Background: an optimization exercise with open tools, aiming at small area. Do not read the settings as production practice.
Where RTL was checked, it was by simulation tests only, not by an equivalence proof against the original.
Only the layout flow was run in runs 1 to 3; the RTL was not checked for function there.
Power and IR drop assume default switching activity.

## flow/design.v

```verilog
package cius_pkg;
  localparam int unsigned HDR_LEN = 13;
  localparam int unsigned ADDR_W  = 3;
  localparam logic [39:0] MAGIC_VER = 40'h01_4F_34_54_52;
  localparam logic [1:0] PH_IDLE   = 2'd0;
  localparam logic [1:0] PH_HEADER = 2'd1;
  localparam logic [1:0] PH_FS     = 2'd2;
  localparam logic [1:0] PH_FW     = 2'd3;
  localparam logic [1:0] DEST_HEADER  = 2'd0;
  localparam logic [1:0] DEST_FS      = 2'd1;
  localparam logic [1:0] DEST_FW      = 2'd2;
  localparam logic [1:0] DEST_DISCARD = 2'd3;
  localparam logic [2:0] EV_NONE      = 3'd0;
  localparam logic [2:0] EV_HEADER_OK = 3'd1;
  localparam logic [2:0] EV_FS_DONE   = 3'd2;
  localparam logic [2:0] EV_DONE      = 3'd3;
  localparam logic [2:0] EV_BAD_MAGIC = 3'd4;
  localparam logic [2:0] EV_MISMATCH  = 3'd5;
  localparam logic [2:0] EV_TOO_SMALL = 3'd6;
endpackage
module cius_cfg (
  input  logic        clk,
  input  logic        rst,
  input  logic        psel,
  input  logic        penable,
  input  logic        pwrite,
  input  logic [2:0]  paddr,
  input  logic [31:0] pwdata,
  output logic [31:0] prdata,
  output logic        pready,
  output logic [31:0] expected_total
);
  assign pready = 1'b1;
  assign prdata = paddr[2] ? 32'd0 : expected_total;
  always_ff @(posedge clk) begin
    if (rst) begin
      expected_total <= 32'd0;
    end else if (psel && penable && pwrite && !paddr[2]) begin
      expected_total <= pwdata;
    end
  end
endmodule
import cius_pkg::*;
module cius_step (
  input  logic [1:0]  phase,
  input  logic [31:0] off,
  input  logic [31:0] lo,
  input  logic [31:0] hi,
  input  logic        mg,
  input  logic [2:0]  ev,
  input  logic [31:0] expected_total,
  input  logic [7:0]  data_byte,
  input  logic        first_byte,
  output logic [1:0]  phase_nxt,
  output logic [31:0] off_nxt,
  output logic [31:0] lo_nxt,
  output logic [31:0] hi_nxt,
  output logic        mg_nxt,
  output logic [2:0]  ev_nxt,
  output logic [1:0]  dest_nxt
);
  logic        too_small;
  logic [1:0]  ph;
  logic        seg_start;
  logic        zero_off;
  logic [31:0] inc;
  logic [31:0] o;
  logic        pos4;
  logic        pos12;
  logic [31:0] fs_len;
  logic [31:0] fw_len;
  logic [33:0] sum;
  logic        fs_last;
  logic        fw_done;
  assign too_small = (expected_total <= 32'(HDR_LEN));
  assign ph        = first_byte ? (too_small ? PH_IDLE : PH_HEADER) : phase;
  assign seg_start = (ev == EV_HEADER_OK) || (ev == EV_FS_DONE);
  assign zero_off  = first_byte || (ph == PH_IDLE) || seg_start;
  assign inc       = off + 32'd1;
  assign o         = zero_off ? 32'd0 : inc;
  assign pos4  = !first_byte && (off[3:0] == 4'd3);
  assign pos12 = !first_byte && (off[3:0] == 4'd11);
  assign fs_len = {hi[7:0], lo[31:8]};
  assign fw_len = {data_byte, hi[31:8]};
  assign sum    = 34'(HDR_LEN) + {2'b00, fs_len} + {2'b00, fw_len};
  assign fs_last = seg_start ? (lo == 32'd1) : ((inc + 32'd1) == lo);
  assign fw_done = (lo >= expected_total);
  always_comb begin
    phase_nxt = ph;
    off_nxt   = o;
    lo_nxt    = lo;
    hi_nxt    = hi;
    mg_nxt    = mg;
    ev_nxt    = (first_byte && too_small) ? EV_TOO_SMALL : EV_NONE;
    dest_nxt  = DEST_DISCARD;
    case (ph)
      PH_HEADER: begin
        dest_nxt = DEST_HEADER;
        lo_nxt   = {hi[7:0], lo[31:8]};
        hi_nxt   = {data_byte, hi[31:8]};
        if (pos4) mg_nxt = ({data_byte, hi} == MAGIC_VER);
        if (pos12) begin
          if (!mg) begin
            ev_nxt    = EV_BAD_MAGIC;
            phase_nxt = PH_IDLE;
          end else if (fs_len == 32'd0 || fw_len == 32'd0
                       || sum != {2'b00, expected_total}) begin
            ev_nxt    = EV_MISMATCH;
            phase_nxt = PH_IDLE;
          end else begin
            ev_nxt    = EV_HEADER_OK;
            phase_nxt = PH_FS;
          end
        end
      end
      PH_FS: begin
        dest_nxt = DEST_FS;
        if (fs_last) begin
          ev_nxt    = EV_FS_DONE;
          phase_nxt = PH_FW;
          lo_nxt    = lo + 32'(HDR_LEN + 1);
        end
      end
      PH_FW: begin
        dest_nxt = DEST_FW;
        lo_nxt   = lo + 32'd1;
        if (fw_done) begin
          ev_nxt    = EV_DONE;
          phase_nxt = PH_IDLE;
        end
      end
      default: begin
      end
    endcase
  end
endmodule
import cius_pkg::*;
module combined_image_upload_splitter_core (
  input  logic              clk,
  input  logic              rst,
  input  logic              psel,
  input  logic              penable,
  input  logic              pwrite,
  input  logic [2:0]        paddr,
  input  logic [31:0]       pwdata,
  output logic [31:0]       prdata,
  output logic              pready,
  input  logic              byte_valid,
  output logic              byte_ready,
  input  logic [7:0]        data_byte,
  input  logic              first_byte,
  output logic              result_valid,
  input  logic              result_ready,
  output logic [7:0]        data_out,
  output logic [1:0]        destination,
  output logic [31:0]       segment_offset,
  output logic [2:0]        event_res,
  output logic [31:0]       announced_length
);
  logic [31:0] expected_total;
  logic [1:0]  phase, phase_nxt;
  logic [31:0] off, off_nxt;
  logic [31:0] lo, lo_nxt;
  logic [31:0] hi, hi_nxt;
  logic        mg, mg_nxt;
  logic [2:0]  ev, ev_nxt;
  logic [1:0]  dest, dest_nxt;
  logic [7:0]  dout;
  logic        accept;
  cius_cfg u_cfg (
    .clk            (clk),
    .rst            (rst),
    .psel           (psel),
    .penable        (penable),
    .pwrite         (pwrite),
    .paddr          (paddr),
    .pwdata         (pwdata),
    .prdata         (prdata),
    .pready         (pready),
    .expected_total (expected_total)
  );
  cius_step u_step (
    .phase          (phase),
    .off            (off),
    .lo             (lo),
    .hi             (hi),
    .mg             (mg),
    .ev             (ev),
    .expected_total (expected_total),
    .data_byte      (data_byte),
    .first_byte     (first_byte),
    .phase_nxt      (phase_nxt),
    .off_nxt        (off_nxt),
    .lo_nxt         (lo_nxt),
    .hi_nxt         (hi_nxt),
    .mg_nxt         (mg_nxt),
    .ev_nxt         (ev_nxt),
    .dest_nxt       (dest_nxt)
  );
  assign byte_ready = !result_valid || result_ready;
  assign accept     = byte_valid && byte_ready;
  always_ff @(posedge clk) begin
    if (rst) begin
      phase        <= PH_IDLE;
      result_valid <= 1'b0;
    end else if (accept) begin
      phase        <= phase_nxt;
      result_valid <= 1'b1;
    end else if (result_ready) begin
      result_valid <= 1'b0;
    end
  end
  always_ff @(posedge clk) begin
    if (accept) begin
      off  <= off_nxt;
      lo   <= lo_nxt;
      hi   <= hi_nxt;
      mg   <= mg_nxt;
      ev   <= ev_nxt;
      dest <= dest_nxt;
      dout <= data_byte;
    end
  end
  assign data_out         = dout;
  assign destination      = dest;
  assign segment_offset   = off;
  assign event_res        = ev;
  assign announced_length = (ev == EV_HEADER_OK) ? lo :
                            (ev == EV_FS_DONE)   ? hi : 32'd0;
endmodule
```

## flow/run.sh

```bash
#!/bin/bash
# synth_recipe.tcl (not shown) runs the flow's synth.tcl, then flattens the netlist and writes it again
# the make line also repeats each setting of config.mk as NAME=value (left out here)
make -C /OpenROAD-flow-scripts/flow DESIGN_CONFIG=/design/flow/config.mk WORK_HOME=/design/flow/orfs CLKGATE_MAP_FILE= SYNTH_SCRIPT=/design/flow/synth_recipe.tcl finish
```

## flow/config.mk

```make
export PLATFORM = sky130hd
export DESIGN_NAME = combined_image_upload_splitter_core
export DESIGN_NICKNAME = combined_image_upload_splitter_core
export VERILOG_FILES = /design/flow/design.v
export SDC_FILE = /design/flow/constraint.sdc
export NUM_CORES = 4
export LEC_CHECK = 0
export CAP_MARGIN = 20
export CORE_MARGIN = 2
export CORE_UTILIZATION = 40
export SLEW_MARGIN = 20
```

## flow/constraint.sdc

```tcl
create_clock -name core_clock -period 6.0 [get_ports {clk}]
set_input_delay 1.2000 -clock core_clock [delete_from_list [all_inputs] [get_ports {clk}]]
set_output_delay 1.2000 -clock core_clock [all_outputs]
set_load 0.01 [all_outputs]
```

==> summary.md, run 1 <==
| Metric | Value |
|---|---|
| Die area | roughly 36000 um^2 |
| Largest net degree at the start of global routing | 47 |
| Maximum VDD drop | between 0.2 and 0.25 mV |
| WL final | between 50000 and 60000 um |
| Vias after detailed routing | around 14000 |
| Clock Latency Late Sink | ~0.46 ns |
| Vias per inst | between 6 and 7 |
| Final non-filler cell area | around 16000 um^2 |
| Dpl ws | roughly 0.22 ns |
| Setup ws final | roughly 0.31 ns |
| DRT iter0 DRCs | about 1100 |
| Reg-to-Reg End | phase[1] |
| Share of post-route cells with drive strength above 1 | under 10% |
| Worst-path cell chain | a21oi_1 -> nand2b_1 -> and2_1 -> nand2_1 -> nor2_1 -> xor2_1 -> ha_1 -> xor2_1 -> o22ai_1 -> a2111oi_1 -> buf_4 -> nand4_1 -> or4_1 -> nor4_1 -> nand4_1 -> nor4bb_1 -> nand4_1 -> nor4_2 -> buf_4 -> nand3_1 -> a211oi_1 |
| CTS tree | yes |
| Worst setup path end | phase[1] |
| Die height | 189 um |
| Vias in the first global route | about 13000 |
| CP Class | flop to flop |
| Top cells by count, synth | nand2_1 (182), nor2_1 (151), xnor2_1 (112) |
| Initial antenna violation count | 1 |
| First-pass DRT Iterations | 6 |
| Top Ports | roughly 160 |
| Top_reg_cell synth | edfxtp_1 |
| DRC errors left | 0 |
| Finished Layout Cells | between 2000 and 2500 |
| Fin. Hold Viols | 0 |
| RSZ-0062 raised after global routing | no |
| CP max FO | 9 |
| Worst-Margin Slew | between 1 and 1.5 ns |
| Post-Syn Area | ~14000 um^2 |
| Syn_nets | 1788 |
| Die X | 189 um |
| GP Congestion | about 0.98 |
| CTS resizes | 0 |
| CP bufs+invs | 2 |
| Hold Path Class | flop to flop |
| Root buffer selected by CTS | clkbuf_16 |
| Rel. slew slack | 31.7% |
| R2R cell count | 21 |
| Critical Path RT | approximately 6.4 ns |
| Synth Register Bits | approximately 150 |
| Top cells by area, synth | edfxtp_1 (24%), xnor2_1 (7.2%), ha_1 (7.0%), dfxtp_1 (5.1%), nand2_1 (5.0%) |
| Most frequent CP cell | nand4_1 |
| Maximum root-to-sink buffer count | 2 |
| Layout area overhead | 20.5% |
| Startpoint class of the critical path | flop |
| Final hold slack | roughly 0.5 ns |
| Fmax | between 0.15 and 0.2 GHz |
| NumNets Final | between 1500 and 2000 |
| Reg-to-reg critical path startpoint | lo[10] |
| Port buffer count | ~160 |
| DP HPWL | 41200 um |
| GRT Util Overall | 29.4% |
| Number of routed nets with antenna violations | 0 |
| Max Cap Viol | 0 |
| Standard-cell rows | 67 |
| Setup violators final | 0 |
| Post-cts hold buffer count | 0 |
| Final min period | between 5 and 6 ns |
| Max Transition Viols Final | 0 |
| Levels on crit path | 21 |
| Post-DP Area | between 15000 and 20000 um^2 |
| Post-synth EDFFs | 110 |
| Count of cell types in the netlist | 95 |
| Crit path largest cell delay | about 0.57 ns |
| CORE AREA | about 34000 um^2 |
| First-pass GRT wire length | between 80000 and 90000 um |
| CP max-delay cell | edfxtp_1 |
| TNS Setup | 0 ns |
| Worst setup path startpoint | lo[10] |
| Ys Warns | 3 |
| Clock sinks | about 150 |
| Yosys top cell by area | edfxtp_1 |
| Clock skew | a little under 0.02 ns |
| Post-Place Cells | approximately 2200 |
| Endpoint class of the critical path | flop |
| PwrDens | 203 nW/um^2 |
| Final period utilization | 94.8% |
| Starting Density | between 40% and 50% |
| Crit path DAT | between 6 and 7 ns |
| Inserted Clock Buffers | 17 |
| Status | complete, no violations |
| Post-synth top area share | roughly a quarter |
| Setup slack, reg-to-reg | about 0.31 ns |
| Gr ovfl total | 0 |
| Worst path top cell family by delay | simple AND/OR/NAND/NOR gates |
| Setup repair bufs after CTS | 0 |
| Syn Inst Count | roughly 1700 |
| Async S/R FF share, synth | 0% |
| Syn avg cell area | 8.23 um^2 |
| DR WL/cell | ~23 um |
| Sequential-to-total area share from yosys stat | around 30% |
| Count leader, synth | nand2_1 |
| Clock-pin slew on the worst setup and hold paths | around 0.070 ns |
| Leak Pwr | ~5.9 nW |
| Max H-tree Level | 4 |
-- how the worst min path moves through the flow --
stage,to,cells past startpoint,from
final,u_cfg.expected_total[22],2,u_cfg.expected_total[22]
after CTS,u_cfg.expected_total[22],2,u_cfg.expected_total[22]
after global placement,phase[0],1,phase[0]
after detailed placement,u_cfg.expected_total[22],2,u_cfg.expected_total[22]
after floorplan,u_cfg.expected_total[13],2,u_cfg.expected_total[13]
after global routing,u_cfg.expected_total[22],2,u_cfg.expected_total[22]
-- flip-flops by register name (all words and copies together) (netlist names) --
name	count
mg	1
u_cfg.expected_total	32
dout	8
dest	2
hi	32
ev	3
lo	32
phase	2
off	32
result_valid	1
-- where the power goes --
part,switching [mW],total (mW),internal [mW]
combinational,0.627,1.08,0.456
clock,0.473,0.998,0.526
sequential,0.110,1.27,1.16
-- kinds of logic (layout without fill, tap and decap cells) --
family,Yosys count,after routing,synth area share [%]
buf+inv,182,328,5.35
other cells,1,2,0.0275
compound gates,391,391,19.9
flops,145,145,29.3
mux,11,11,0.824
xor+xnor,185,185,12.0
fa+ha+maj,77,77,7.11
simple gates,668,668,25.5
-- worst reg2reg max path, cell delays in order (launching register included) --
cell	delay (ns)
edfxtp_1	0.57
a21oi_1	0.27
nand2b_1	0.14
and2_1	0.23
nand2_1	0.18
nor2_1	0.08
xor2_1	0.16
ha_1	0.46
xor2_1	0.26
o22ai_1	0.12
a2111oi_1	0.32
buf_4	0.19
nand4_1	0.09
or4_1	0.54
nor4_1	0.39
nand4_1	0.15
nor4bb_1	0.40
nand4_1	0.16
nor4_2	0.29
buf_4	0.21
nand3_1	0.13
a211oi_1	0.26
-- per-stage QoR --
| stage | total power [mW] | utilization [%] |
|---|---|---|
| after detailed placement | 2.35 | 47.3 |
| after global placement | 2.34 | 47.3 |
| after floorplan | 1.92 | - |
| final | 3.35 | 49.0 |
| after global routing | 3.50 | 48.9 |
| after CTS | 3.34 | 48.9 |
-- metal layers --
layer / track usage [%] / wire length, um / vias up / part of all wire, %
met1: 37.6 / 22000 / 6585 / 42
li1: - / - / 6367 / -
met5: 0 / 0 / - / 0
met4: 13.2 / 2210 / 0 / 4.2
met3: 4.43 / 3500 / 114 / 6.6
met2: 49.1 / 24800 / 620 / 47
-- cell usage in the layout (no fill, tap or decap), drive strengths merged, types with 10 or more instances in the layout --
cell	n
nand3	59
clkdlybuf4s50	159
nand4	58
a21oi	95
clkbuf	19
and2	11
or3	14
o21ai	57
nand2	182
edfxtp	110
xnor2	113
buf	67
and4	10
or4	12
nor3	40
o211ai	13
nor4	42
a21o	40
ha	76
nand2b	16
and3	19
a22o	33
dfxtp	35
nor2	151
xor2	71
a31oi	13
a22oi	24
o31ai	14
inv	69
-- cell type report --
type / instances / area [um^2]
inverter: 70 / 264
fill: 3283 / 17200
tap: 448 / 561
clock inverter: 13 / 90.1
sequential: 145 / 4000
antenna: 1 / 2.50
multi-input combinational: 1333 / 8980
clock buffer: 19 / 433
timing repair buffer: 226 / 2120
==> run 2: changes to the inputs <==
--- a/flow/design.v
+++ b/flow/design.v
@@ -69,22 +69,69 @@
   logic        pos12;
   logic [31:0] fs_len;
   logic [31:0] fw_len;
-  logic [33:0] sum;
   logic        fs_last;
   logic        fw_done;
   assign too_small = (expected_total <= 32'(HDR_LEN));
   assign ph        = first_byte ? (too_small ? PH_IDLE : PH_HEADER) : phase;
   assign seg_start = (ev == EV_HEADER_OK) || (ev == EV_FS_DONE);
   assign zero_off  = first_byte || (ph == PH_IDLE) || seg_start;
-  assign inc       = off + 32'd1;
+  always_comb begin
+    logic c;
+    c = 1'b1;
+    for (int i = 0; i < 32; i++) begin
+      inc[i] = off[i] ^ c;
+      c      = c & off[i];
+    end
+  end
   assign o         = zero_off ? 32'd0 : inc;
   assign pos4  = !first_byte && (off[3:0] == 4'd3);
   assign pos12 = !first_byte && (off[3:0] == 4'd11);
   assign fs_len = {hi[7:0], lo[31:8]};
   assign fw_len = {data_byte, hi[31:8]};
-  assign sum    = 34'(HDR_LEN) + {2'b00, fs_len} + {2'b00, fw_len};
-  assign fs_last = seg_start ? (lo == 32'd1) : ((inc + 32'd1) == lo);
-  assign fw_done = (lo >= expected_total);
+  localparam logic [33:0] SUM_K = 34'h3_FFFF_FFF2;
+  logic [33:0] sx, sy, sz, su, sv;
+  logic        sum_ok;
+  assign sx = {2'b00, fs_len};
+  assign sy = {2'b00, fw_len};
+  assign sz = ~{2'b00, expected_total};
+  assign su = sx ^ sy ^ sz;
+  assign sv = {(sx[32:0] & sy[32:0]) | (sx[32:0] & sz[32:0]) | (sy[32:0] & sz[32:0]), 1'b0};
+  always_comb begin
+    sum_ok = !(su[0] ^ sv[0] ^ SUM_K[0]);
+    for (int i = 1; i < 34; i++)
+      sum_ok = sum_ok && ((su[i] ^ sv[i] ^ SUM_K[i])
+                          == (SUM_K[i-1] ? (su[i-1] & sv[i-1]) : (su[i-1] | sv[i-1])));
+  end
+  logic [31:0] dl;
+  logic        add2_eq;
+  assign dl = off ^ lo;
+  always_comb begin
+    add2_eq = !dl[0] && dl[1];
+    for (int i = 2; i < 32; i++)
+      add2_eq = add2_eq && (dl[i] == (dl[i-1] && off[i-1]));
+  end
+  assign fs_last = seg_start ? (lo == 32'd1) : add2_eq;
+  always_comb begin
+    logic ge;
+    ge = 1'b1;
+    for (int i = 0; i < 32; i++)
+      ge = (lo[i] && !expected_total[i]) || ((lo[i] == expected_total[i]) && ge);
+    fw_done = ge;
+  end
+  logic [3:0]  k;
+  logic [4:0]  lo_lsb;
+  logic [31:0] lo_add;
+  assign k      = fs_last ? 4'd14 : 4'd1;
+  assign lo_lsb = {1'b0, lo[3:0]} + {1'b0, k};
+  always_comb begin
+    logic c;
+    c = lo_lsb[4];
+    lo_add[3:0] = lo_lsb[3:0];
+    for (int i = 4; i < 32; i++) begin
+      lo_add[i] = lo[i] ^ c;
+      c         = c & lo[i];
+    end
+  end
   always_comb begin
     phase_nxt = ph;
     off_nxt   = o;
@@ -104,7 +151,7 @@
             ev_nxt    = EV_BAD_MAGIC;
             phase_nxt = PH_IDLE;
           end else if (fs_len == 32'd0 || fw_len == 32'd0
-                       || sum != {2'b00, expected_total}) begin
+                       || !sum_ok) begin
             ev_nxt    = EV_MISMATCH;
             phase_nxt = PH_IDLE;
           end else begin
@@ -118,12 +165,12 @@
         if (fs_last) begin
           ev_nxt    = EV_FS_DONE;
           phase_nxt = PH_FW;
-          lo_nxt    = lo + 32'(HDR_LEN + 1);
+          lo_nxt    = lo_add;
         end
       end
       PH_FW: begin
         dest_nxt = DEST_FW;
-        lo_nxt   = lo + 32'd1;
+        lo_nxt   = lo_add;
         if (fw_done) begin
           ev_nxt    = EV_DONE;
           phase_nxt = PH_IDLE;
==> run 2 against run 1 <==
Effect of this change: now fails the layout checks on negative setup slack; design area is 13% lower; total power is 11% lower; worst hold slack worse by 0.035 ns; die area is 26% lower; cell count is 31% lower; critical path type unchanged.
==> summary.md, run 2 <==
| Metric | Value |
|---|---|
| Status | complete, but fails checks |
| SO Viols | negative setup slack |
| Setup ws final | -1.09 ns |
| Post-DP Area | roughly 13000 um^2 |
| Rel. slew slack | roughly 42% |
| Most frequent cells in the layout | clkdlybuf4s50_1 (158), buf_4 (126), nand2_1 (120), edfxtp_1 (110), ha_1 (90) |
| Count leader, synth | ha_1 |
| Critical Path RT | approximately 6 ns |
| Max Cap Viol | 0 |
| Cell Int Power | 2.09 mW |
| Ys Warns | 3 |
| Clock sinks | 145 |
| Inserted Clock Buffers | 17 |
| Max Transition Viols Final | 0 |
| DR WL/cell | ~21 um |
| Crit path DAT | 7.26 ns |
| Die X | 163 um |
| Final non-filler cell area | approximately 14000 um^2 |
| Final period utilization | 118% |
| Top Ports | ~160 |
| Comb pwr share | between 20 and 30% |
| DP HPWL | roughly 25000 um |
| Clock skew | about 0.013 ns |
| Top cells by count, synth | ha_1 (157), nand2_1 (120), edfxtp_1 (110) |
| Clock network power share | approximately 34% |
| Most frequent CP cell | ha_4 |
| Register share of total power | between 40 and 50% |
| Setup violators final | 8 |
| Crit path largest cell delay | 0.48 ns |
| Yosys top cell by area | edfxtp_1 |
| Number of routed nets with antenna violations | 0 |
| Endpoint class of the critical path | flop |
| Syn_nets | approximately 1200 |
| Power, Total | 2.98 mW |
| Setup slack, reg-to-reg | -1.09 ns |
| Met2 wire len | roughly 16000 um |
| CP max-delay cell | edfxtp_1 |
| Clock-pin slew on the worst setup and hold paths | 0.07 ns |
| Hold Path Class | flop to flop |
| Vias per inst | 5.32 |
| Sw frac | between 20% and 30% |
| Starting Density | a little over 40% |
| CP max FO | 6 |
| Layout Utilization | 57.7% |
| Max Used Layer | met4 |
| Die height | roughly 160 um |
| Gr ovfl total | 0 |
| Synth Register Bits | between 100 and 150 |
| PwrDens | about 210 nW/um^2 |
| CP Class | flop to flop |
| First-pass DRT Iterations | 5 |
| Fmax | roughly 0.14 GHz |
| CORE AREA | between 20000 and 25000 um^2 |
| Post-synth top area share | 32.8% |
| Commonest non-fill, non-tap cell in the layout | clkdlybuf4s50_1 |
| NumNets Final | between 1000 and 1500 |
| CTS tree | yes |
| WL final | 33100 um |
| Count of cell types in the netlist | 58 |
| Vias in the first global route | ~8000 |
| Max H-tree Level | 4 |
| Syn Inst Count | between 900 and 1000 |
| Root buffer selected by CTS | clkbuf_16 |
| Maximum root-to-sink buffer count | 2 |
| Initial antenna violation count | 1 |
| RSZ-0062 raised after global routing | yes |
| Dpl ws | -1.19 ns |
| Layout area overhead | 43.1% |
| Post-cts hold buffer count | 0 |
| Switching pwr | roughly 0.89 mW |
| Share of post-route cells with drive strength above 1 | between 20 and 25% |
| Top_reg_cell synth | edfxtp_1 |
| Fin. Hold Viols | 0 |
| Startpoint class of the critical path | flop |
| GP Congestion | 0.897 |
| Maximum VDD drop | roughly 0.14 mV |
| Port buffer count | between 150 and 200 |
| Post-synth EDFFs | 110 |
| Async S/R FF share, synth | 0% |
| # fillers | approximately 2200 |
| Standard-cell rows | between 50 and 60 |
| DR WL met3 | 2060 um |
| DRC errors left | 0 |
| GRT Util Overall | 24.9% |
| Vias after detailed routing | approximately 8300 |
| First-pass GRT wire length | about 48000 um |
| Top cells by area, synth | edfxtp_1 (33%), ha_1 (20%), dfxtp_1 (7.0%), fa_1 (6.6%), nand2_1 (4.5%) |
| Largest net degree at the start of global routing | 56 |
| Die area | around 26000 um^2 |
| DRT iter0 DRCs | around 530 |
| Leak Pwr | between 5 and 6 nW |
| Clock Latency Late Sink | 0.43 ns |
| Sequential-to-total area share from yosys stat | 39.8% |
| Post-Syn Area | 10100 um^2 |
| Final min period | 7.09 ns |
| Final hold slack | 0.458 ns |
| Syn avg cell area | 10.7 um^2 |
| Post-Route M1 WL | roughly 14000 um |
| Worst-Margin Slew | around 0.87 ns |
[run 2: worst paths after layout]
| kind | startpoint | end | cells after the start |
|---|---|---|---|
| max | lo[31] | lo[31] | 41 |
| min reg2reg | u_cfg.expected_total[30] | u_cfg.expected_total[30] | 2 |
| max reg2reg | lo[31] | lo[31] | 41 |
| min | u_cfg.expected_total[30] | u_cfg.expected_total[30] | 2 |
[run 2: worst max-delay path, delay by kind of cell, from the launching register on]
| kind | cells | cell delay [ns] |
|---|---|---|
| compound gates | 3 | 0.40 |
| buf+inv | 3 | 0.46 |
| xor+xnor | 3 | 0.61 |
| simple gates | 4 | 0.39 |
| fa+ha+maj | 28 | 4.38 |
| flops | 1 | 0.48 |
[run 2: cell type report]
type                    count  area (um^2)  share of cell area [%]
multi-input cells         679         6570                    45.7
clock buffers              23          479                    3.33
repair buffers            287         2560                    17.8
flip-flops and latches    145         4000                    27.8
well taps                 330          413                    2.87
diodes                      1         2.50                  0.0174
clock inverters             9         56.3                   0.391
inverters                  82          309                    2.15
[run 2: stage by stage]
step	cells	setup TNS [ns]
final	1556	-4.71
after global routing	1555	-6.33
after CTS	1545	-4.23
after detailed placement	1505	-6.25
after global placement	1504	-5.70
after floorplan	938	-3.65
[run 2: layer usage]
metal	up-vias	GRT usage [%]
li1	3889	-
met1	4056	31.9
met2	284	42.4
met3	49	5.17
met4	0	8.17
met5	-	0
[run 2: repair_timing]
item / in CTS / in global routing
buffers inserted: 9 / 10
resized for setup: 43 / 40
pin swaps: 14 / 17
endpoints found under the setup margin: 12 / 11
[run 2: cell families (layout without fill, tap and decap cells)]
kind of cell    Yosys count  count (layout)  share of synthesized area, %
simple gates            279             279                          14.1
xor+xnor                 65              65                          5.66
compound gates          144             144                          9.99
flops                   145             145                          39.8
buf+inv                 114             401                          4.32
fa+ha+maj               190             190                          26.1
other cells               1               2                        0.0373
[run 2: power groups by stage]
| stage | combinational [mW] | sequential, mW | clock, mW |
|---|---|---|---|
| final | 0.762 | 1.21 | 1.01 |
| after global routing | 0.833 | 1.22 | 1.05 |
| after CTS | 0.738 | 1.21 | 1.02 |
| after detailed placement | 0.710 | 1.23 | 0 |
| after global placement | 0.701 | 1.23 | 0 |
| after floorplan | 0.364 | 1.24 | 0 |
==> run 3: changes to the inputs <==
--- a/flow/design.v
+++ b/flow/design.v
@@ -77,13 +77,16 @@
   assign zero_off  = first_byte || (ph == PH_IDLE) || seg_start;
   always_comb begin
     logic c;
-    c = 1'b1;
-    for (int i = 0; i < 32; i++) begin
-      inc[i] = off[i] ^ c;
-      c      = c & off[i];
-    end
-  end
-  assign o         = zero_off ? 32'd0 : inc;
+    for (int b = 0; b < 4; b++) begin
+      c = 1'b1;
+      for (int i = 0; i < 8*b; i++) c = c & off[i];
+      for (int i = 8*b; i < 8*b + 8; i++) begin
+        inc[i] = off[i] ^ c;
+        c      = c & off[i];
+      end
+    end
+  end
+  assign o = zero_off ? 32'd0 : inc;
   assign pos4  = !first_byte && (off[3:0] == 4'd3);
   assign pos12 = !first_byte && (off[3:0] == 4'd11);
   assign fs_len = {hi[7:0], lo[31:8]};
@@ -125,11 +128,14 @@
   assign lo_lsb = {1'b0, lo[3:0]} + {1'b0, k};
   always_comb begin
     logic c;
-    c = lo_lsb[4];
     lo_add[3:0] = lo_lsb[3:0];
-    for (int i = 4; i < 32; i++) begin
-      lo_add[i] = lo[i] ^ c;
-      c         = c & lo[i];
+    for (int b = 0; b < 4; b++) begin
+      c = lo_lsb[4];
+      for (int i = 4; i < 4 + 7*b; i++) c = c & lo[i];
+      for (int i = 4 + 7*b; i < 11 + 7*b; i++) begin
+        lo_add[i] = lo[i] ^ c;
+        c         = c & lo[i];
+      end
     end
   end
   always_comb begin
==> run 3 against run 2 <==
Effect of this change: the layout still fails its checks (negative setup slack); critical endpoint unchanged; highest routed layer unchanged; synthesized cell count increased by 3.2%; sequential share of layout area rose by 0.22 points; setup slack worse by 0.12 ns; global-route usage grew 1.6 points; worst hold slack hardly changed; design area decreased by 0.79%; fmax down 1.6%; register-to-register slack got worse by 0.12 ns; first-iteration DRC count increased by 28%; sequential power is essentially flat; total power decreased by 0.63%.
==> summary.md, run 3 <==
| Metric | Value |
|---|---|
| Endpoint class of the critical path | flop |
| Largest net degree at the start of global routing | between 50 and 60 |
| Worst path top cell family by delay | adder cells |
| Gr ovfl total | 0 |
| Sequential Area | approximately 4000 um^2 |
| WL final | 34800 um |
| Hold Path Class | flop to flop |
| Clock Latency Late Sink | 0.44 ns |
| SO Viols | negative setup slack |
| Fmax | 0.139 GHz |
| Syn Inst Count | about 970 |
| Clock-pin slew on the worst setup and hold paths | ~0.07 ns |
| Top cells by count, synth | ha_1 (157), nand2_1 (119), edfxtp_1 (110) |
| Vias in the first global route | 8414 |
| GP Congestion | between 0.9 and 1 |
| Starting Density | approximately two fifths |
| Sw frac | 30.1% |
| Port buffer count | around 160 |
| Ys Warns | 3 |
| Most frequent cells in the layout | clkdlybuf4s50_1 (159), nand2_1 (117), buf_4 (112), edfxtp_1 (110), ha_1 (98) |
| Async S/R FF share, synth | 0% |
| Cell Int Power | 2.07 mW |
| NumNets Final | ~1500 |
| Yosys top cell by area | edfxtp_1 |
| DR WL/cell | between 20 and 25 um |
| DRC errors left | 0 |
| Setup ws final | -1.21 ns |
| Ant diodes | 0 |
| Syn avg cell area | 10.5 um^2 |
| Clock sinks | 145 |
| First-pass GRT wire length | between 50000 and 60000 um |
| Count leader, synth | ha_1 |
| Post-Place Cells | 1531 |
| Root buffer selected by CTS | clkbuf_16 |
| Share of post-route cells with drive strength above 1 | 18.1% |
| Finished Layout Cells | about 1600 |
| Post-synth EDFFs | 110 |
| Crit path largest cell delay | around 0.5 ns |
| Worst setup path startpoint | lo[22] |
| Top cells by area, synth | edfxtp_1 (32%), ha_1 (19%), dfxtp_1 (6.9%), fa_1 (6.5%), nand2_1 (4.4%) |
| PwrDens | a little over 200 nW/um^2 |
| Die X | about 160 um |
| Leak Pwr | around 5.5 nW |
| CP max FO | 3 |
| Crit path DAT | 7.39 ns |
| Layout area overhead | 40.4% |
| Final period utilization | 120% |
| Vias per inst | approximately 5.4 |
| Count of cell types in the netlist | 53 |
| Footprint of the multi-input gates | approximately 6500 um^2 |
| Synth Register Bits | around 150 |
| CORE AREA | approximately 25000 um^2 |
| Reg-to-reg critical path startpoint | lo[22] |
| Rel. slew slack | 38.9% |
| Max H-tree Level | 4 |
| Syn_nets | 1209 |
| Hold_sp | u_cfg.expected_total[20] |
| Worst-Margin Slew | between 0.9 and 1 ns |
| Status | complete, but fails checks |
| Comb pwr share | 24.3% |
| Post-synth top area share | between 30% and 40% |
| Setup violators final | 10 |
| Top Ports | approximately 160 |
| Vias after detailed routing | between 8000 and 9000 |
| Most frequent CP cell | ha_4 |
| Startpoint class of the critical path | flop |
| CP max-delay cell | or4_1 |
| Clock skew | between 0.01 and 0.015 ns |
| Fin. Hold Viols | 0 |
| Maximum root-to-sink buffer count | 2 |
| DP HPWL | approximately 27000 um |
| Max Cap Viol | 0 |
| Clock network power share | approximately a third |
| Max Transition Viols Final | 0 |
| Inserted Clock Buffers | 17 |
| Final min period | around 7.2 ns |
| Sequential-to-total area share from yosys stat | between 30% and 40% |
| Post-Syn Area | roughly 10000 um^2 |
| CTS tree | yes |
| Number of routed nets with antenna violations | 0 |
| TNS Setup | -5.81 ns |
| Switching pwr | roughly 0.89 mW |
| Maximum VDD drop | between 0.15 and 0.2 mV |
| Commonest non-fill, non-tap cell in the layout | clkdlybuf4s50_1 |
| Final hold slack | approximately 0.46 ns |
| Die height | between 150 and 200 um |
| RSZ-0062 raised after global routing | yes |
| Standard-cell rows | 58 |
| Post-cts hold buffer count | 0 |
| First-pass DRT Iterations | 5 |
| CP Class | flop to flop |
| Die area | ~27000 um^2 |
| GRT Util Overall | 26.6% |
| Initial antenna violation count | 0 |
| Register share of total power | roughly two fifths |
| # fillers | about 2200 |
| Critical Path RT | between 6 and 7 ns |
| CP bufs+invs | 3 |
| Top_reg_cell synth | edfxtp_1 |
| DRT iter0 DRCs | just under 700 |
-- run 3: worst paths after layout --
path	depth (start not counted)	endpoint	slack, ns
max	43	lo[31]	-1.21
min	2	u_cfg.expected_total[20]	0.46
max reg2reg	43	lo[31]	-1.21
min reg2reg	2	u_cfg.expected_total[20]	0.46
-- run 3: cell type report --
type,instances,area share (%)
timing repair buffer,273,17.3
multi-input combinational,709,45.7
inverter,82,2.19
clock inverter,10,0.499
sequential,145,28.0
tap,330,2.89
clock buffer,22,3.40
-- run 3: power by group through the flow --
stage | Clock, mW | Combinational (mW) | Sequential, mW
after global placement | 0 | 0.686 | 1.22
final | 1.04 | 0.721 | 1.20
after detailed placement | 0 | 0.692 | 1.22
after CTS | 1.05 | 0.708 | 1.20
after global routing | 1.08 | 0.787 | 1.21
after floorplan | 0 | 0.351 | 1.23
-- run 3: repair_timing --
action                                  CTS  global route
resized for setup                        42            24
endpoints found under the setup margin   14            13
pin swaps                                 9            34
cloned                                    0             0
setup buffers                             6             3
hold endpoints to repair                  0             0
-- run 3: stage by stage --
| stage | total power [mW] | worst slack, ns | instance area, um^2 | util (%) |
|---|---|---|---|---|
| final | 2.96 | -1.21 | 14300 | 56.9 |
| after global routing | 3.08 | -1.37 | 14300 | 56.9 |
| after CTS | 2.96 | -1.21 | 14100 | 56.1 |
| after detailed placement | 1.91 | -1.26 | 13200 | 52.8 |
| after global placement | 1.91 | -1.14 | 13200 | 52.7 |
| after floorplan | 1.58 | -1.17 | 10500 | - |
-- run 3: worst reg2reg max path, delay by kind of cell (launching register included) --
| kind | cells | cell delay, ns |
|---|---|---|
| AO/OA/AOI/OAI | 3 | 0.46 |
| XOR/XNOR | 2 | 0.26 |
| adder cells (fa/ha/maj) | 30 | 4.72 |
| buffers and inverters | 3 | 0.20 |
| flip-flops | 1 | 0.41 |
| AND/OR/NAND/NOR | 5 | 0.85 |
-- run 3: logic make-up after synthesis --
kind of cell    count (synthesis)  share of synthesized area (%)
simple gates                  284                           13.6
fa+ha+maj                     190                           25.8
compound gates                169                           11.3
flops                         145                           39.4
buf+inv                       114                           4.24
xor+xnor                       65                           5.60
other cells                     1                         0.0369
-- run 3: metal layers --
metal / GRT usage [%] / vias up / part of all wire [%]
met4: 7.66 / 0 / 2.4
met3: 4.80 / 50 / 6.4
met2: 42.7 / 335 / 46
li1: - / 4004 / -
met5: 0 / - / 0
met1: 36.8 / 4170 / 45
==> run 4: changes to the inputs <==
--- a/flow/design.v
+++ b/flow/design.v
@@ -75,11 +75,13 @@
   assign ph        = first_byte ? (too_small ? PH_IDLE : PH_HEADER) : phase;
   assign seg_start = (ev == EV_HEADER_OK) || (ev == EV_FS_DONE);
   assign zero_off  = first_byte || (ph == PH_IDLE) || seg_start;
+  logic [3:0] off_bp;
   always_comb begin
     logic c;
+    for (int b = 0; b < 4; b++) off_bp[b] = &off[8*b +: 8];
     for (int b = 0; b < 4; b++) begin
       c = 1'b1;
-      for (int i = 0; i < 8*b; i++) c = c & off[i];
+      for (int j = 0; j < b; j++) c = c & off_bp[j];
       for (int i = 8*b; i < 8*b + 8; i++) begin
         inc[i] = off[i] ^ c;
         c      = c & off[i];
@@ -126,12 +128,14 @@
   logic [31:0] lo_add;
   assign k      = fs_last ? 4'd14 : 4'd1;
   assign lo_lsb = {1'b0, lo[3:0]} + {1'b0, k};
+  logic [3:0] lo_bp;
   always_comb begin
     logic c;
+    for (int b = 0; b < 4; b++) lo_bp[b] = &lo[4 + 7*b +: 7];
     lo_add[3:0] = lo_lsb[3:0];
     for (int b = 0; b < 4; b++) begin
       c = lo_lsb[4];
-      for (int i = 4; i < 4 + 7*b; i++) c = c & lo[i];
+      for (int j = 0; j < b; j++) c = c & lo_bp[j];
       for (int i = 4 + 7*b; i < 11 + 7*b; i++) begin
         lo_add[i] = lo[i] ^ c;
         c         = c & lo[i];
==> run 4 against run 3 <==
Effect of this change: the run now finishes clean; clock power is essentially flat; first-iteration DRC count decreased by 19%; global-route usage is 2.6 points lower; combinational power decreased by 23%; design area shrank 12%; cell count decreased by 6.6%; sequential cell count unchanged; fmax increased by 34%; count of clock-buffer cells in the layout is 1 lower; sequential power barely moved.
==> summary.md, run 4 <==
| Metric | Value |
|---|---|
| Post-Syn Area | approximately 10000 um^2 |
| Setup slack, reg-to-reg | 0.60 ns |
| DRC errors left | 0 |
| Crit path DAT | roughly 5.6 ns |
| NumNets Final | about 1400 |
| Hold_sp | u_cfg.expected_total[24] |
| Gr ovfl total | 0 |
| Sequential-to-total area share from yosys stat | about two fifths |
| CP max FO | 7 |
| Post-DP Area | 12100 um^2 |
| Number of routed nets with antenna violations | 0 |
| Setup ws final | roughly 0.60 ns |
| DRT iter0 DRCs | about 550 |
| Largest net degree at the start of global routing | 57 |
| Clock sinks | 145 |
| GP Congestion | roughly 0.92 |
| Post-cts hold buffer count | 0 |
| Clock Latency Late Sink | 0.43 ns |
| Sequential Area | between 4000 and 5000 um^2 |
| DP HPWL | roughly 24000 um |
| DR WL/cell | between 20 and 25 um |
| Top cells by count, synth | ha_1 (151), nand2_1 (118), edfxtp_1 (110) |
| Footprint of the multi-input gates | 5610 um^2 |
| Vias in the first global route | slightly below 8000 |
| First-pass GRT wire length | ~47000 um |
| Top cells by area, synth | edfxtp_1 (33%), ha_1 (19%), dfxtp_1 (7.0%), fa_1 (6.6%), xor2_1 (4.9%) |
| Clock network power share | roughly 37% |
| Root buffer selected by CTS | clkbuf_16 |
| R2R cell count | 22 |
| Final min period | ~5.4 ns |
| Ys Warns | 3 |
| Synth Register Bits | between 100 and 150 |
| Top Ports | between 150 and 200 |
| Initial antenna violation count | 0 |
| Post-synth top area share | between 30% and 40% |
| Die X | 162 um |
| RSZ-0062 raised after global routing | no |
| Top_reg_cell synth | edfxtp_1 |
| Commonest non-fill, non-tap cell in the layout | clkdlybuf4s50_1 |
| Vias per inst | about 5.4 |
| Reg-to-Reg End | lo[31] |
| Rel. slew slack | 29.5% |
| TNS Setup | 0 ns |
| CORE AREA | ~25000 um^2 |
| Hold Path Cell Cnt | 2 |
| Syn_nets | 1198 |
| Switching pwr | 0.822 mW |
| Syn avg cell area | ~10 um^2 |
| Final period utilization | between 80% and 90% |
| Setup repair bufs after CTS | 0 |
| Max Cap Viol | 0 |
| Fmax | about 0.19 GHz |
| Count of cell types in the netlist | 53 |
| Port buffer count | roughly 160 |
| Maximum VDD drop | roughly 0.17 mV |
| Worst-Margin Slew | between 1 and 1.5 ns |
| Inserted Clock Buffers | 17 |
| Count leader, synth | ha_1 |
| Post-synth EDFFs | between 100 and 150 |
| WL final | roughly 31000 um |
| Max Transition Viols Final | 0 |
| Async S/R FF share, synth | 0% |
| Starting Density | roughly two fifths |
| Comb pwr share | about a fifth |
| Maximum root-to-sink buffer count | 2 |
| Cell Int Power | 1.99 mW |
| Endpoint class of the critical path | flop |
| Reg-to-reg critical path startpoint | lo[13] |
| Syn Inst Count | about 960 |
| Worst Hold End | u_cfg.expected_total[24] |
| Final non-filler cell area | 12600 um^2 |
| First-pass DRT Iterations | 5 |
| Status | complete, no violations |
| Dpl ws | 0.661 ns |
| Critical Path RT | 6.16 ns |
| Most frequent cells in the layout | clkdlybuf4s50_1 (158), ha_1 (151), nand2_1 (118), edfxtp_1 (110), inv_1 (84) |
| CP Class | flop to flop |
| Vias after detailed routing | approximately 7900 |
| Max H-tree Level | 4 |
| Yosys top cell by area | edfxtp_1 |
| Share of post-route cells with drive strength above 1 | under 10% |
| CTS tree | yes |
| PwrDens | 223 nW/um^2 |
| GRT Util Overall | about a quarter |
| Standard-cell rows | 58 |
| Leak Pwr | approximately 5 nW |
| Register share of total power | a little over two fifths |
| Hold Path Class | flop to flop |
| # fillers | 2300 |
| Fin. Hold Viols | 0 |
| Setup violators final | 0 |
| Power, Total | between 2 and 3 mW |
| CTS resizes | 0 |
| Die height | 162 um |
| Sw frac | between 20% and 30% |
| Ant diodes | 0 |
| Layout area overhead | 25.6% |
| Die area | about 26000 um^2 |
| Clock skew | 0.0110 ns |
| Startpoint class of the critical path | flop |
| Clock-pin slew on the worst setup and hold paths | 0.07 ns |
==> run 4: cell type report <==
cell class,instances,share of cell area [%]
Multi-Input combinational cell,700,44.5
Clock inverter,11,0.585
Clock buffer,21,3.83
Inverter,86,2.57
Sequential cell,145,31.7
Timing Repair Buffer,175,13.5
Tap cell,330,3.27
==> run 4: how the worst max path moves through the flow <==
stage	slack, ns	start	cells past startpoint	end
2_1_floorplan	1.33	lo[14]	22	lo[31]
3_5_place_dp	0.66	lo[13]	22	lo[31]
5_1_grt	0.37	lo[13]	22	lo[31]
4_1_cts	0.60	lo[13]	22	lo[31]
3_3_place_gp	0.71	lo[13]	22	lo[31]
6_report	0.60	lo[13]	22	lo[31]
==> run 4: kinds of logic after synthesis <==
family	Yosys count	synth area share (%)
AND/OR/NAND/NOR	301	14.8
adder cells (fa/ha/maj)	184	25.4
flip-flops	145	39.8
AO/OA/AOI/OAI	143	9.30
buffers and inverters	118	4.46
XOR/XNOR	71	6.19
other	1	0.0373
==> run 4: worst max-delay path, cell delays in order (launching register included) <==
cell	delay (ns)
edfxtp_1	0.57
inv_1	0.14
ha_1	0.21
xnor2_1	0.12
or4_4	0.53
nor4_4	0.29
a31oi_2	0.23
ha_1	0.28
fa_1	0.41
a21o_1	0.17
a21oi_1	0.32
or3_1	0.23
nor3_1	0.08
and2_1	0.15
ha_1	0.19
ha_1	0.18
ha_1	0.18
ha_1	0.18
ha_1	0.18
ha_1	0.19
xor2_1	0.14
nand2_1	0.07
o21ai_0	0.08
==> run 4: routing by layer <==
layer | part of all wire, % | global-route usage, % | wire (um) | vias to the layer above
li1 | - | - | - | 3752
met1 | 43 | 31.2 | 13400 | 3792
met2 | 48 | 40.2 | 14900 | 278
met3 | 5.7 | 3.90 | 1780 | 54
met4 | 3.1 | 9.45 | 964 | 0
met5 | 0 | 0 | 0 | -
==> run 4: power groups by stage <==
stage               clock (mW)  sequential [mW]  combinational (mW)
detailed placement           0             1.24               0.554
global route              1.08             1.23               0.619
global placement             0             1.25               0.547
floorplan                    0             1.22               0.315
finish                    1.03             1.23               0.557
CTS                       1.04             1.22               0.560
==> run 4: stage by stage <==
stage,hold slack [ns],std cells,utilization [%]
after detailed placement,0.448,1436,48.5
final,0.458,1468,50.7
after global placement,0.444,1436,48.5
after floorplan,0.436,963,-
after global routing,0.471,1468,50.7
after CTS,0.457,1468,50.7
==> run 5: changes to the inputs <==
==> flow/flow/run.sh (new file) <==
#!/bin/bash
# The standard layout, with the smallest buffer as each port's buffer.
set -euo pipefail
export BUFFER_PORTS_ARGS="-buffer_cell sky130_fd_sc_hd__buf_1"
bash standard.sh > flow.log 2>&1
==> flow/standard.sh (new file) <==
#!/bin/bash
# synth_recipe.tcl (not shown) runs the flow's synth.tcl, then flattens the netlist and writes it again
# the make line also repeats each setting of config.mk as NAME=value (left out here)
make -C /OpenROAD-flow-scripts/flow DESIGN_CONFIG=/design/flow/config.mk WORK_HOME=/design/flow/orfs CLKGATE_MAP_FILE= SYNTH_SCRIPT=/design/flow/synth_recipe.tcl "${@:-finish}"
removed: flow/run.sh
==> run 5 against run 4 <==
Effect of this change: still clean; clock power increased by 9.7%; clock skew about the same; design area decreased by 7.1%; critical path type unchanged; largest cell class unchanged.
==> summary.md, run 5 <==
| Metric | Value |
|---|---|
| Status | complete, no violations |
| Fin. Hold Viols | 0 |
| Synth Register Bits | roughly 150 |
| Syn Inst Count | 963 |
| M3 GR Usage | ~3.8% |
| TNS Setup | 0 ns |
| # fillers | about 2400 |
| Startpoint class of the critical path | flop |
| DR WL/cell | between 20 and 25 um |
| Power, Total | roughly 2.8 mW |
| DRC errors left | 0 |
| Vias after detailed routing | around 8000 |
| Count leader, synth | ha_1 |
| Met1 Use GR | approximately a third |
| Cell Int Power | between 2 and 2.5 mW |
| Top_reg_cell synth | edfxtp_1 |
| Clock network power share | ~40% |
| Root buffer selected by CTS | clkbuf_16 |
| Number of routed nets with antenna violations | 0 |
| CTS resizes | 0 |
| Worst-path cell chain | inv_1 -> ha_1 -> xor2_1 -> nand4_1 -> nor4_2 -> a31oi_2 -> ha_1 -> fa_1 -> a21o_1 -> a21oi_1 -> or3_1 -> nor3_1 -> and2_1 -> ha_1 -> ha_1 -> ha_1 -> ha_1 -> ha_1 -> ha_1 -> xor2_1 -> nand2_1 -> o21ai_0 |
| Hold Path Class | flop to flop |
| Endpoint class of the critical path | flop |
| Layout area overhead | 16.6% |
| Top cells by count, synth | ha_1 (151), nand2_1 (118), edfxtp_1 (110) |
| Clock Latency Late Sink | 0.44 ns |
| GP Congestion | 0.942 |
| Maximum root-to-sink buffer count | 2 |
| Clock sinks | about 150 |
| Most frequent cells in the layout | buf_1 (159), ha_1 (151), nand2_1 (118), edfxtp_1 (110), inv_1 (84) |
| WL final | a little over 30000 um |
| Top Ports | ~160 |
| Max H-tree Level | 4 |
| Die X | 162 um |
| Ant diodes | 0 |
| Syn_nets | 1198 |
| CTS tree | yes |
| Comb pwr share | approximately 17% |
| Crit path DAT | 5.47 ns |
| Final period utilization | roughly 88% |
| Post-synth top area share | ~33% |
| PwrDens | about 240 nW/um^2 |
| GRT Util Overall | 24.0% |
| Gr ovfl total | 0 |
| Sw frac | slightly below 30% |
| Port buffer count | about 160 |
| NumNets Final | around 1400 |
| RSZ-0062 raised after global routing | no |
| Met2 usage | approximately two fifths |
| Largest family of logic cells by synthesized area | adder cells |
| Register share of total power | 42.9% |
| First-pass GRT wire length | approximately 47000 um |
| Top cells by area, synth | edfxtp_1 (33%), ha_1 (19%), dfxtp_1 (7.0%), fa_1 (6.6%), xor2_1 (4.9%) |
| Vias in the first global route | roughly 8000 |
| CP Class | flop to flop |
| DRT iter0 DRCs | around 710 |
| First-pass DRT Iterations | 5 |
| Setup ws final | approximately 0.69 ns |
| Vias per inst | 5.42 |
| Standard-cell rows | a little under 60 |
| Final min period | ~5.3 ns |
| CORE AREA | between 20000 and 25000 um^2 |
| Mux cell area share after synthesis | 0% |
| Post-synth EDFFs | 110 |
| Adder-Cell Fraction of Synth Area | roughly a quarter |
| Post-Syn Area | between 10000 and 15000 um^2 |
| Die area | approximately 26000 um^2 |
| Inserted Clock Buffers | 17 |
| Critical Path RT | just over 6 ns |
| Simple-Gate Fraction of Synth Area | 14.8% |
| Clock skew | approximately 0.011 ns |
| Share of post-route cells with drive strength above 1 | 5.60% |
| CP max-delay cell | edfxtp_1 |
| Starting Density | between 40% and 50% |
| Post-synthesis compound-gate area fraction | 9.30% |
| Leak Pwr | about 4.7 nW |
| Synth Area in XOR/XNOR | 6.19% |
| Count of cell types in the netlist | between 50 and 60 |
| Max Transition Viols Final | 0 |
| Max Cap Viol | 0 |
| Yosys top cell by area | edfxtp_1 |
| Syn avg cell area | about 10 um^2 |
| DP HPWL | about 24000 um |
| Setup violators final | 0 |
| Crit path largest cell delay | 0.62 ns |
| Setup repair bufs after CTS | 0 |
| Dpl ws | 0.806 ns |
| Initial antenna violation count | 0 |
| Post-cts hold buffer count | 0 |
| Commonest non-fill, non-tap cell in the layout | buf_1 |
| CP max FO | 6 |
| GR peak layer | met2 |
| Maximum VDD drop | roughly 0.17 mV |
| Switching pwr | about 0.85 mW |
| Sequential-to-total area share from yosys stat | 39.8% |
| Ys Warns | 3 |
| Worst-Margin Slew | ~0.7 ns |
| Final hold slack | between 0.4 and 0.5 ns |
| Die height | 162 um |
| Largest net degree at the start of global routing | between 50 and 60 |
| Async S/R FF share, synth | 0% |
| Most frequent CP cell | ha_1 |
| Clock-pin slew on the worst setup and hold paths | 0.07 ns |
| Rel. slew slack | 53.9% |
| Fmax | approximately 0.19 GHz |
## run 5: cell counts after synthesis
Identical to the previous run, type by type.
## run 5: routing by layer
layer | routed length [um] | vias to the layer above
met1 | 13500 | 3917
li1 | - | 3755
met5 | 0 | -
met4 | 976 | 0
met3 | 1600 | 51
met2 | 15000 | 262
## run 5: through the flow
step | utilization, % | cell area [um^2] | instances
finish | 47.1 | 11700 | 1472
global route | 47.1 | 11700 | 1472
CTS | 47.0 | 11700 | 1471
detailed placement | 44.6 | 11100 | 1439
global placement | 44.6 | 11100 | 1439
floorplan | - | 10000 | 963
## run 5: worst max-delay path, delay by kind of cell (launching register included)
kind	cells	cell delay [ns]
XOR/XNOR	2	0.37
AND/OR/NAND/NOR	6	1.04
buffers and inverters	1	0.18
adder cells (fa/ha/maj)	9	2.09
flip-flops	1	0.62
AO/OA/AOI/OAI	4	0.75
## run 5: final cells by class
cell class / count / area [um^2] / share of cell area, %
multi-input combinational: 700 / 5610 / 47.9
sequential: 145 / 4000 / 34.2
timing repair buffer: 179 / 759 / 6.48
clock buffer: 17 / 425 / 3.63
tap: 330 / 413 / 3.52
inverter: 86 / 324 / 2.77
clock inverter: 15 / 183 / 1.56
## run 5: path summary, 6_finish.rpt
kind | start | end | slack [ns] | cells past startpoint
worst max-delay path | lo[28] | lo[31] | 0.69 | 22
worst min register to register | u_cfg.expected_total[24] | u_cfg.expected_total[24] | 0.46 | 2
worst max register to register | lo[28] | lo[31] | 0.69 | 22
worst min-delay path | u_cfg.expected_total[24] | u_cfg.expected_total[24] | 0.46 | 2
## run 5: cell families (layout without fill, tap and decap cells)
logic type | Yosys count | in the layout
adder cells (fa/ha/maj) | 184 | 184
AO/OA/AOI/OAI | 143 | 143
flip-flops | 145 | 145
other | 1 | 1
XOR/XNOR | 71 | 71
AND/OR/NAND/NOR | 301 | 301
buffers and inverters | 118 | 297
## run 5: power by group through the flow
stage / Sequential [mW] / Combinational [mW] / Clock (mW)
detailed placement: 1.24 / 0.489 / 0
floorplan: 1.22 / 0.315 / 0
CTS: 1.22 / 0.495 / 1.14
global route: 1.23 / 0.558 / 1.19
finish: 1.22 / 0.495 / 1.13
global placement: 1.24 / 0.480 / 0
==> run 6: changes to the inputs <==
--- a/flow/config.mk
+++ b/flow/config.mk
@@ -7,5 +7,6 @@
 export LEC_CHECK = 0
 export CAP_MARGIN = 20
 export CORE_MARGIN = 2
-export CORE_UTILIZATION = 40
+export CORE_UTILIZATION = 75
+export CTS_BUF_LIST = sky130_fd_sc_hd__clkbuf_8
 export SLEW_MARGIN = 20
==> run 6 against run 5 <==
Effect of this change: still clean on timing, DRC and antenna; cell count fell by 11%; synthesized area did not move; sequential share of layout area rose by 1.3 points; first-iteration DRC count rose by 44%; fmax fell by 1.9%; via count rose by 6.7%; worst hold slack improved by 0.0019 ns; setup slack got worse by 0.10 ns; largest cell class unchanged; largest power group unchanged; highest routed layer unchanged.
==> summary.md, run 6 <==
| Metric | Value |
|---|---|
| Endpoint class of the critical path | flop |
| Starting Density | 76.5% |
| Top Ports | approximately 160 |
| Post-synth EDFFs | between 100 and 150 |
| Gr ovfl total | 0 |
| Vias after detailed routing | 8523 |
| Final hold slack | between 0.4 and 0.5 ns |
| First-pass DRT Iterations | 6 |
| Layout Utilization | a little under nine tenths |
| CORE AREA | about 13000 um^2 |
| CP max FO | 7 |
| Number of routed nets with antenna violations | 0 |
| DR WL/cell | roughly 23 um |
| Syn_nets | between 1000 and 1500 |
| Top cells by count, synth | ha_1 (151), nand2_1 (118), edfxtp_1 (110) |
| Setup violators final | 0 |
| Vias per inst | 6.51 |
| Worst-path cell chain | inv_1 -> ha_1 -> xnor2_1 -> or4_4 -> nor4_4 -> a31oi_2 -> ha_1 -> fa_1 -> a21o_1 -> a21oi_1 -> or3_1 -> nor3_1 -> and2_1 -> ha_1 -> ha_1 -> ha_1 -> ha_1 -> ha_1 -> ha_1 -> xor2_1 -> nand2_1 -> o21ai_0 |
| Clock Latency Late Sink | roughly 0.47 ns |
| Share of post-route cells with drive strength above 1 | between 4 and 5% |
| Setup repair bufs after CTS | 0 |
| Synth Register Bits | 145 |
| GP Congestion | 1.01 |
| Largest net degree at the start of global routing | 57 |
| Yosys top cell by area | edfxtp_1 |
| Initial antenna violation count | 0 |
| Final period utilization | roughly 90% |
| Syn avg cell area | about 10 um^2 |
| Maximum VDD drop | approximately 0.18 mV |
| Post-synth top area share | 32.9% |
| Die area | around 14000 um^2 |
| TNS Setup | 0 ns |
| Critical Path RT | just over 6 ns |
| DP HPWL | about 22000 um |
| Inserted Clock Buffers | 17 |
| Count leader, synth | ha_1 |
| GRT Util Overall | approximately two fifths |
| Syn Inst Count | roughly 960 |
| Clock skew | around 0.011 ns |
| Most frequent cells in the layout | buf_1 (159), ha_1 (151), nand2_1 (118), edfxtp_1 (110), inv_1 (86) |
| Max Transition Viols Final | 0 |
| DRT iter0 DRCs | slightly above 1000 |
| Async S/R FF share, synth | 0% |
| Port buffer count | 159 |
| PwrDens | approximately 230 nW/um^2 |
| Die X | between 100 and 150 um |
| Post-cts hold buffer count | 0 |
| Standard-cell rows | between 40 and 50 |
| WL final | about 30000 um |
| NumNets Final | about 1400 |
| Final min period | about 5.4 ns |
| Top_reg_cell synth | edfxtp_1 |
| Max H-tree Level | 4 |
| Crit path largest cell delay | about 0.63 ns |
| First-pass GRT wire length | approximately 45000 um |
| CTS tree | yes |
| Layout area overhead | 12.3% |
| Root buffer selected by CTS | clkbuf_8 |
| Startpoint class of the critical path | flop |
| Ys Warns | 3 |
| Status | complete, no violations |
| Max Cap Viol | 0 |
| Die height | 120 um |
| CP Class | flop to flop |
| Vias in the first global route | between 8000 and 9000 |
| Worst path top cell family by delay | adder cells |
| Sequential-to-total area share from yosys stat | 39.8% |
| Fin. Hold Viols | 0 |
| Ant diodes | 0 |
| Crit path DAT | around 5.6 ns |
| Maximum root-to-sink buffer count | 2 |
| Commonest non-fill, non-tap cell in the layout | buf_1 |
| Worst-Margin Slew | between 0.9 and 1 ns |
| DRC errors left | 0 |
| Clock-pin slew on the worst setup and hold paths | around 0.08 ns |
| Hold Path Class | flop to flop |
| Most frequent CP cell | ha_1 |
| CTS resizes | 0 |
| Top cells by area, synth | edfxtp_1 (33%), ha_1 (19%), dfxtp_1 (7.0%), fa_1 (6.6%), xor2_1 (4.9%) |
| Count of cell types in the netlist | 53 |
| Leak Pwr | approximately 4.6 nW |
| Post-Syn Area | around 10000 um^2 |
| CP bufs+invs | 1 |
| Clock sinks | around 150 |
| Rel. slew slack | between 30% and 40% |
| CP max-delay cell | edfxtp_1 |
| RSZ-0062 raised after global routing | no |
| Fmax | between 0.15 and 0.2 GHz |
[run 6: cell counts after synthesis]
Identical to the previous run, type by type.
[run 6: worst min-delay path, stage by stage (launching register included)]
cell,delay (ns)
dfxtp_1,0.31
nand2_1,0.05
a21oi_1,0.05
[run 6: layout make-up]
type                       count  area, um^2
clock inverter                15         193
tap                          176         220
clock buffer                  17         234
sequential                   145        4000
inverter                      86         324
timing repair buffer         171         687
multi-input combinational    700        5620
fill                         723        1860
[run 6: worst paths after layout]
kind                            slack, ns                      from                       end  cells after the start
worst max register to register       0.59                    lo[23]                    lo[31]                     22
worst min register to register       0.46  u_cfg.expected_total[17]  u_cfg.expected_total[17]                      2
worst min-delay path                 0.46  u_cfg.expected_total[17]  u_cfg.expected_total[17]                      2
worst max-delay path                 0.59                    lo[23]                    lo[31]                     22
[run 6: metrics by stage]
stage | cell area, um^2 | instances | power, mW | worst slack, ns
floorplan | 10000 | 963 | 1.54 | 1.33
global placement | 10800 | 1278 | 1.70 | 0.901
detailed placement | 10800 | 1278 | 1.72 | 0.807
CTS | 11300 | 1310 | 2.55 | 0.680
global route | 11300 | 1310 | 2.65 | 0.423
finish | 11300 | 1310 | 2.57 | 0.592
[run 6: routing by layer]
layer | wire length, um | up-vias | track usage [%]
li1 | - | 3737 | -
met1 | 10500 | 4016 | 49.4
met2 | 14300 | 606 | 70.8
met3 | 3050 | 164 | 9.41
met4 | 1890 | 0 | 23.9
met5 | 0 | - | 0
[run 6: cells by family (layout without fill, tap and decap cells)]
family / Yosys count / in the layout / synth area share [%]
other: 1 / 1 / 0.0373
and+or+nand+nor: 301 / 301 / 14.8
xor gates and xnor gates: 71 / 71 / 6.19
AOI/OAI and AO/OA: 143 / 143 / 9.30
buffers and inverters: 118 / 289 / 4.46
DFF: 145 / 145 / 39.8
adders and majority gates: 184 / 184 / 25.4
[run 6: power breakdown]
part	total (mW)	switching, mW	leakage (nW)	internal [mW]
logic	0.501	0.304	3.03	0.196
registers	1.23	0.0831	1.34	1.14
clock network	0.842	0.391	0.219	0.450
==> run 7: changes to the inputs <==
--- a/flow/config.mk
+++ b/flow/config.mk
@@ -7,6 +7,8 @@
 export LEC_CHECK = 0
 export CAP_MARGIN = 20
 export CORE_MARGIN = 2
-export CORE_UTILIZATION = 75
+export CORE_UTILIZATION = 60
 export CTS_BUF_LIST = sky130_fd_sc_hd__clkbuf_8
+export CTS_CLUSTER_DIAMETER = 100
+export CTS_CLUSTER_SIZE = 40
 export SLEW_MARGIN = 20
==> run 7 against run 6 <==
Effect of this change: first-iteration DRC count fell by 28%; cell count rose by 3.9%; highest routed layer unchanged; critical path type unchanged; die area rose by 24%; combinational power fell by 2%; clock skew fell by 0.0013 ns; clock power fell by 9.3%; sequential power barely moved; total power fell by 3.7%; non-clock buffer count rose by 7; setup slack improved by 0.20 ns; sequential share of layout area fell by 0.19 points; synthesized area did not move; largest power group unchanged.
==> summary.md, run 7 <==
| Metric | Value |
|---|---|
| Commonest non-fill, non-tap cell in the layout | buf_1 |
| Critical Path RT | just over 6 ns |
| Clock Latency Late Sink | 0.45 ns |
| Syn Inst Count | just under 1000 |
| Vias per inst | 5.88 |
| Fin. Hold Viols | 0 |
| Max H-tree Level | 4 |
| GP Congestion | 0.970 |
| Post-Place Cells | roughly 1300 |
| CORE AREA | around 16000 um^2 |
| Yosys top cell by area | edfxtp_1 |
| Endpoint class of the critical path | flop |
| DRT iter0 DRCs | between 700 and 800 |
| Share of post-route cells with drive strength above 1 | under 10% |
| Standard-cell rows | 47 |
| Root buffer selected by CTS | clkbuf_8 |
| Die X | between 100 and 150 um |
| Async S/R FF share, synth | 0% |
| Top cells by count, synth | ha_1 (151), nand2_1 (118), edfxtp_1 (110) |
| Count of cell types in the netlist | 53 |
| Maximum VDD drop | roughly 0.15 mV |
| Crit path DAT | ~5.4 ns |
| Max Cap Viol | 0 |
| First-pass DRT Iterations | 5 |
| Layout area overhead | 12.8% |
| Starting Density | 61.0% |
| Number of routed nets with antenna violations | 0 |
| Top_reg_cell synth | edfxtp_1 |
| Final period utilization | 86.8% |
| Vias after detailed routing | 8000 |
| Status | complete, no violations |
| Ant diodes | 0 |
| Top Ports | 163 |
| PwrDens | ~220 nW/um^2 |
| Max Transition Viols Final | 0 |
| Maximum root-to-sink buffer count | 2 |
| RSZ-0062 raised after global routing | no |
| Rel. slew slack | between 30% and 40% |
| Gr ovfl total | 0 |
| Setup repair bufs after CTS | 0 |
| Leak Pwr | between 4 and 5 nW |
| GRT Util Overall | about 33% |
| Top cells by area, synth | edfxtp_1 (33%), ha_1 (19%), dfxtp_1 (7.0%), fa_1 (6.6%), xor2_1 (4.9%) |
| Die height | 133 um |
| Post-synth EDFFs | 110 |
| CP Class | flop to flop |
| Syn_nets | around 1200 |
| Finished Layout Cells | ~1400 |
| Startpoint class of the critical path | flop |
| Clock sinks | roughly 150 |
| CTS tree | yes |
| Post-cts hold buffer count | 0 |
| WL final | 28400 um |
| DR WL/cell | around 21 um |
| First-pass GRT wire length | between 40000 and 50000 um |
| Setup violators final | 0 |
| Clock skew | around 0.01 ns |
| Largest net degree at the start of global routing | between 40 and 50 |
| TNS Setup | 0 ns |
| Clock-pin slew on the worst setup and hold paths | approximately 0.080 ns |
| Most frequent cells in the layout | buf_1 (159), ha_1 (151), nand2_1 (118), edfxtp_1 (110), inv_1 (86) |
| Final min period | about 5.2 ns |
| DP HPWL | roughly 22000 um |
| Syn avg cell area | roughly 10 um^2 |
| NumNets Final | 1363 |
| Ys Warns | 3 |
| Fmax | roughly 0.19 GHz |
| Initial antenna violation count | 0 |
| Die area | 17800 um^2 |
| Count leader, synth | ha_1 |
| Sequential-to-total area share from yosys stat | around 40% |
| Vias in the first global route | a little under 8000 |
| Hold Path Class | flop to flop |
| DRC errors left | 0 |
| Post-Syn Area | around 10000 um^2 |
| Layout Utilization | roughly 70% |
| # fillers | approximately 1400 |
| CTS resizes | 0 |
| Inserted Clock Buffers | 17 |
| Port buffer count | 159 |
| Post-synth top area share | 32.9% |
| Worst-Margin Slew | ~1.0 ns |
| Synth Register Bits | ~150 |
| CP max FO | 7 |
-- run 7: cell counts after synthesis --
No cell type changed its count.
-- run 7: worst max-delay path, cell delays in order, from the launching register on --
cell and delay [ns]:
edfxtp_1 0.62, inv_1 0.16, ha_1 0.31, xnor2_1 0.13, or4_4 0.43, nor4_4 0.27, a31oi_2 0.22, ha_1 0.27
fa_1 0.40, a21o_1 0.18, a21oi_1 0.20, or3_1 0.18, nor3_1 0.09, and2_1 0.15, ha_1 0.17, ha_1 0.18
ha_1 0.18, ha_1 0.18, ha_1 0.18, ha_1 0.19, xor2_1 0.14, nand2_1 0.06, o21ai_0 0.07
-- run 7: cell families (layout without fill, tap and decap cells) --
family | Yosys count | after routing | share of synthesized area (%)
compound gates | 143 | 143 | 9.30
xor+xnor | 71 | 71 | 6.19
fa+ha+maj | 184 | 184 | 25.4
buf+inv | 118 | 296 | 4.46
flops | 145 | 145 | 39.8
other cells | 1 | 1 | 0.0373
simple gates | 301 | 301 | 14.8
-- run 7: metal layers --
layer	track usage, %	vias up	share of wire (%)
li1	-	3753	-
met3	4.87	60	6.2
met1	43.0	3856	42
met4	11.8	0	3.0
met2	55.6	331	49
met5	0	-	0
-- run 7: per-stage QoR --
step | area, um^2 | total power, mW | worst slack, ns | hold slack [ns]
global route | 11300 | 2.58 | 0.510 | 0.477
global placement | 11000 | 1.72 | 0.899 | 0.444
CTS | 11300 | 2.48 | 0.808 | 0.460
finish | 11300 | 2.47 | 0.793 | 0.458
floorplan | 10000 | 1.54 | 1.33 | 0.436
detailed placement | 11000 | 1.73 | 0.834 | 0.448
-- run 7: cell type report --
class,instances,area [um^2],area share [%]
multi-input cells,700,5620,49.5
flip-flops and latches,145,4000,35.3
repair buffers,178,739,6.52
inverters,86,324,2.86
well taps,220,275,2.43
clock buffers,17,234,2.06
clock inverters,15,145,1.28
-- run 7: power by group --
group	total, mW	internal [mW]	switching [mW]	leakage, nW
Sequential	1.22	1.14	0.0746	1.34
Combinational	0.492	0.196	0.296	3.06
Clock	0.764	0.366	0.398	0.196
Total	2.47	1.71	0.769	4.59
-- run 7: final timing paths --
path	from	slack, ns	cells past startpoint	end
worst max-delay path	lo[18]	0.79	22	lo[31]
worst min register to register	u_cfg.expected_total[24]	0.46	2	u_cfg.expected_total[24]
worst max register to register	lo[18]	0.79	22	lo[31]
worst min-delay path	u_cfg.expected_total[24]	0.46	2	u_cfg.expected_total[24]

## port drivers added, routing unchanged
The flow's constraints put no driver on any port. The routed layouts listed below were extracted and timed again, unchanged, in two steps.
Step 1 assumes that a clkbuf_16 drives the clock port and a buf_2 every other input.
Step 2, shift: input delay + t, output delay - t, t = (earliest + latest rising clock arrival at the registers) / 2. This alone moves slack from input paths to output paths.
Slacks: ideal / step 1 / step 2; pairs: ideal / step 1.
run | t (ns) | setup slack, ns | latest minus earliest clock arrival (ns)
run 1 | 0.504 | 0.309 / 0.309 / 0.309 | 0.019 / 0.019
run 2 | 0.475 | -1.091 / -1.091 / -1.091 | 0.013 / 0.013
run 3 | 0.483 | -1.207 / -1.207 / -1.207 | 0.011 / 0.011
run 4 | 0.473 | 0.603 / 0.603 / 0.603 | 0.012 / 0.012
run 5 | 0.478 | 0.695 / 0.695 / 0.695 | 0.014 / 0.013
run 6 | 0.508 | 0.592 / 0.592 / 0.592 | 0.011 / 0.011
run 7 | 0.489 | 0.793 / 0.793 / 0.793 | 0.010 / 0.010
